This is an optimization exercise on Yosys and OpenROAD, whose aim is small area, not a production implementation.
Only simulation tests tie the RTL to the original design; equivalence was not proved.
Power figures rest on the tool's default switching activity, not on a simulated workload.

## run A
Design snake_engine, start of the top module:
module snake_engine
#(
  parameter int GRID_W   = 32,
  parameter int GRID_H   = 24,
  parameter int MAX_LEN  = 64,
  parameter int INIT_LEN = 3
) (
  input  logic                       clk_100MHz,
  input  logic                       reset,
  input  logic                       game_tick,
  input  logic                       start,
  input  logic                       btn_up,
  input  logic                       btn_down,
  input  logic                       btn_left,
  input  logic                       btn_right,
  input  logic [4:0]                 food_x,
  input  logic [4:0]                 food_y,
  input  logic [$clog2(MAX_LEN)-1:0] seg_idx,
  output logic [4:0]                 seg_x,
  output logic [4:0]                 seg_y,
  output logic                       seg_valid,
  output logic [4:0]                 head_x,
  output logic [4:0]                 head_y,
  output logic [$clog2(MAX_LEN):0]   length,
  output logic                       ate,
  output logic                       running,
  output logic                       game_over,
  output logic [2:0]                 dbg_state
);
clock: 10.0 ns
lec_check: 0
cap_margin: 20
core_margin: 2
core_utilization: 40
slew_margin: 20
standard.sh (not shown) runs the stock make flow with config.mk's settings and CLKGATE_MAP_FILE= SYNTH_SCRIPT=/design/flow/synth_recipe.tcl, a recipe that flattens the netlist after the stock synthesis.
==> flow/flow/run.sh <==
#!/bin/bash
set -euo pipefail
bash standard.sh \
  "BUFFER_PORTS_ARGS=-buffer_cell sky130_fd_sc_hd__buf_1" \
  "CTS_ARGS=-sink_clustering_enable -repair_clock_nets -dont_use_dummy_load -buf_list sky130_fd_sc_hd__clkbuf_8" \
  finish > orfs_make.log 2>&1
#### Input delta (run B over run A)
==> flow/flow/run.sh <==
#!/bin/bash
# The standard layout with three changes:
#  - synthesis maps logic with an area-oriented ABC script (flow/abc_area.script,
#    amap instead of the delay-driven &nf with buffering and sizing); everything
#    else in synthesis, registers included, is the standard script unchanged;
#  - port buffers are buf_1;
#  - the clock tree uses clkbuf_8 buffers and no dummy balancing loads.
set -euo pipefail
W=$PWD
rm -rf "$W/scripts_area"
cp -r "$FLOW_HOME/scripts" "$W/scripts_area"
cp "$W/flow/abc_area.script" "$W/scripts_area/abc_speed.script"
bash standard.sh \
  "SCRIPTS_DIR=$W/scripts_area" \
  "BUFFER_PORTS_ARGS=-buffer_cell sky130_fd_sc_hd__buf_1" \
  "CTS_ARGS=-sink_clustering_enable -repair_clock_nets -dont_use_dummy_load -buf_list \"sky130_fd_sc_hd__clkbuf_4 sky130_fd_sc_hd__clkbuf_8\"" \
  finish > orfs_make.log 2>&1
==> flow/flow/abc_area.script (new file) <==
strash
dch -f
amap
mfs2
strash
dch -f
amap
topo
Results
Run B terminated abnormally: clock tree synthesis reported STA-0564. Between run A and run B, the y dimension of the die is lower for run B. Changes observed in run B relative to run A: xor-xnor portion of the synthesized cell area shrank by 5.3 points; number of standard cells after synthesis shrank by 80; post-synthesis cell type count shrank by 39; number of placed cells counting well taps shrank by 71. Looking at dominant combinational cell family by area after synthesis, the compound AO/OA/AOI/OAI gates result is from run B; the multiplexers one comes from run A. NOTE synthesized area run A->run B decreased by more than 10%.
### run B -> run C
diff --git a/flow/flow/run.sh b/flow/flow/run.sh
--- a/flow/flow/run.sh
+++ b/flow/flow/run.sh
@@ -16 +16 @@
-  "CTS_ARGS=-sink_clustering_enable -repair_clock_nets -dont_use_dummy_load -buf_list \"sky130_fd_sc_hd__clkbuf_4 sky130_fd_sc_hd__clkbuf_8\"" \
+  "CTS_ARGS=-sink_clustering_enable -repair_clock_nets -dont_use_dummy_load -buf_list sky130_fd_sc_hd__clkbuf_8" \
--- outcome ---
Run C finished every stage and its layout cleared the timing, DRC and antenna checks. Number of nets produced by synthesis: run C vs run B, no meaningful difference. Diff run B..run C | sequential fraction of the synthesis area | unchanged. Synthesized-area fraction occupied by ao, oa, aoi and oai cells came out exactly the same in run B and run C. Diff run C..run B | count of state elements after synthesis | unchanged. Diff run C..run B | die boundary height | unchanged. On post-synthesis instance area, run B and run C are neck and neck. Run C vs. run B: cell area after placement held steady, post-synthesis instance total held steady, placed instance count held steady, simple-gate share of the synthesized area held steady.
### run C -> run D
==> flow/run.sh (new file) <==
#!/bin/bash
# synth_recipe.tcl (not shown) runs the flow's synth.tcl, then flattens the netlist and writes it again
# the make line also repeats each setting of config.mk as NAME=value (left out here)
make -C /OpenROAD-flow-scripts/flow DESIGN_CONFIG=/design/flow/config.mk WORK_HOME=/design/flow/orfs CLKGATE_MAP_FILE= SYNTH_SCRIPT=/design/flow/synth_recipe.tcl finish
removed: flow/flow/run.sh
removed: flow/flow/abc_area.script
removed: flow/standard.sh
Results
- NOTE logic depth of the worst path, buffers included run C->run D decreased by a few percent
- Diff run C -> run D | post-layout net count | increase of 13
- Run D vs. run C: count of inserted tapcells grew by 55; global-route usage shrank by 2.5 points; detailed-routing wirelength on met1 grew by 9.1%; post-synthesis share of cell area spent on xor and xnor gates grew by 5.3 points.
- Synthesized area on run D is behind run C.

snake_engine again, from the RTL that the note above started with.
clock: 10.0 ns
lec_check: 0
cap_margin: 20
core_margin: 2
core_utilization: 40
slew_margin: 20
==> flow/flow/run.sh <==
#!/bin/bash
# The standard layout with these changes:
#  - synthesis maps logic with an area-oriented ABC script (flow/abc_area.script:
#    amap instead of the delay-driven &nf with buffering and sizing); everything
#    else in synthesis, registers included, is the standard script unchanged;
#  - after synthesis, flow/fapol.py removes inverters around the full adders by
#    flipping adders to their dual form (registers and ports untouched);
#  - port buffers are buf_1;
#  - the clock tree uses clkbuf_8 buffers and no dummy balancing loads.
# Each tool's output goes to a log file in this folder (orfs_*.log, fapol.log)
# besides ORFS's own per-step logs under orfs/logs.
set -euo pipefail
W=$PWD
RES="$W/orfs/results/$FLOW_PLATFORM/snake_engine/base"
rm -rf "$W/scripts_area"
cp -r "$FLOW_HOME/scripts" "$W/scripts_area"
cp "$W/flow/abc_area.script" "$W/scripts_area/abc_speed.script"
ARGS=(
  "SCRIPTS_DIR=$W/scripts_area"
  "BUFFER_PORTS_ARGS=-buffer_cell sky130_fd_sc_hd__buf_1"
  "CTS_ARGS=-sink_clustering_enable -repair_clock_nets -dont_use_dummy_load -buf_list sky130_fd_sc_hd__clkbuf_8"
)
bash standard.sh "${ARGS[@]}" "$RES/1_2_yosys.v" > orfs_synth.log 2>&1
if python3 flow/fapol.py "$RES/1_2_yosys.v" "$W/fapol_out.v" > fapol.log 2>&1; then
  cp "$RES/1_2_yosys.v" "$W/yosys_before_fapol.v"
  cp "$W/fapol_out.v" "$RES/1_2_yosys.v"
fi
bash standard.sh "${ARGS[@]}" finish > orfs_make.log 2>&1
Other scripts of this flow, unchanged in this note and not shown: flow/flow/abc_area.script, flow/flow/fapol.py
Rerun with:
--- a/flow/flow/run.sh
+++ b/flow/flow/run.sh
@@ -21 +21 @@
-  "CTS_ARGS=-sink_clustering_enable -repair_clock_nets -dont_use_dummy_load -buf_list sky130_fd_sc_hd__clkbuf_8"
+  "CTS_ARGS=-sink_clustering_enable -repair_clock_nets -dont_use_dummy_load -buf_list sky130_fd_sc_hd__clkbuf_8 -sink_buffer_max_cap_derate 0.5"
- power is higher slightly
- global-route usage hardly moves
- count of clock-buffer cells in the layout stays the same
- utilization stays flat
- fmax is higher slightly
- routed wire length is higher slightly
- worst setup slack is better by 39 ps
- sequential power is about the same
Rerun with:
--- a/flow/flow/run.sh
+++ b/flow/flow/run.sh
@@ -21 +21 @@
-  "CTS_ARGS=-sink_clustering_enable -repair_clock_nets -dont_use_dummy_load -buf_list sky130_fd_sc_hd__clkbuf_8 -sink_buffer_max_cap_derate 0.5"
+  "CTS_ARGS=-sink_clustering_enable -repair_clock_nets -dont_use_dummy_load -buf_list sky130_fd_sc_hd__clkbuf_8 -sink_clustering_size 10 -sink_clustering_max_diameter 40"
Via count decreases slightly.
Clock-buffer cell count stays the same.
Critical path depth does not change.
Sequential share of layout area hardly moves.
Total power stays flat.
Register-to-register slack degrades by 20 ps.
Wire length goes up slightly.
Design area is about the same.
Worst setup slack loses 120 ps.
Combinational power is about the same.

[afterwards: timing with drivers on the ports]
The results above use ideal ports. As a check the final layouts listed here were re-extracted and re-timed, cells and wires unchanged.
Step 1 sets driving cells, clkbuf_16 on the clock port and buf_2 on the other inputs (assumed; they add their load-dependent delay and slew).
Step 2 also shifts input and output timing later by t, the mid clock arrival at the registers, as if the neighbouring blocks saw the same clock.
Slacks: no drivers / after step 1 / after step 2; pairs: no drivers / after step 1.
| run | t (ns) | setup WS [ns] | hold slack, ns | worst register clock-pin slew, ns | cell pins on the clock port's net |
|---|---|---|---|---|---|
| run A | 0.508 | 2.148 / 2.167 / 1.660 | 0.458 / 0.458 / 0.458 | 0.11 / 0.11 | 1 |
| run C | 0.507 | 1.979 / 1.999 / 1.492 | 0.463 / 0.463 / 0.463 | 0.10 / 0.10 | 1 |
| run D | 0.495 | 1.500 / 1.522 / 1.026 | 0.475 / 0.475 / 0.475 | 0.08 / 0.08 | 1 |
| the first run of note 2 | 0.508 | 2.095 / 2.113 / 1.605 | 0.467 / 0.467 / 0.467 | 0.12 / 0.12 | 1 |
| the second run of note 2 | 0.521 | 2.134 / 2.158 / 1.637 | 0.459 / 0.459 / 0.459 | 0.11 / 0.11 | 1 |
| the third run of note 2 | 0.510 | 2.015 / 2.039 / 1.528 | 0.458 / 0.458 / 0.458 | 0.12 / 0.12 | 1 |
After both steps setup and hold are still met in every run listed. The setup slack of the second run of note 2, which loses most, moves by +0.024 ns with the drivers and by -0.497 ns with both steps.
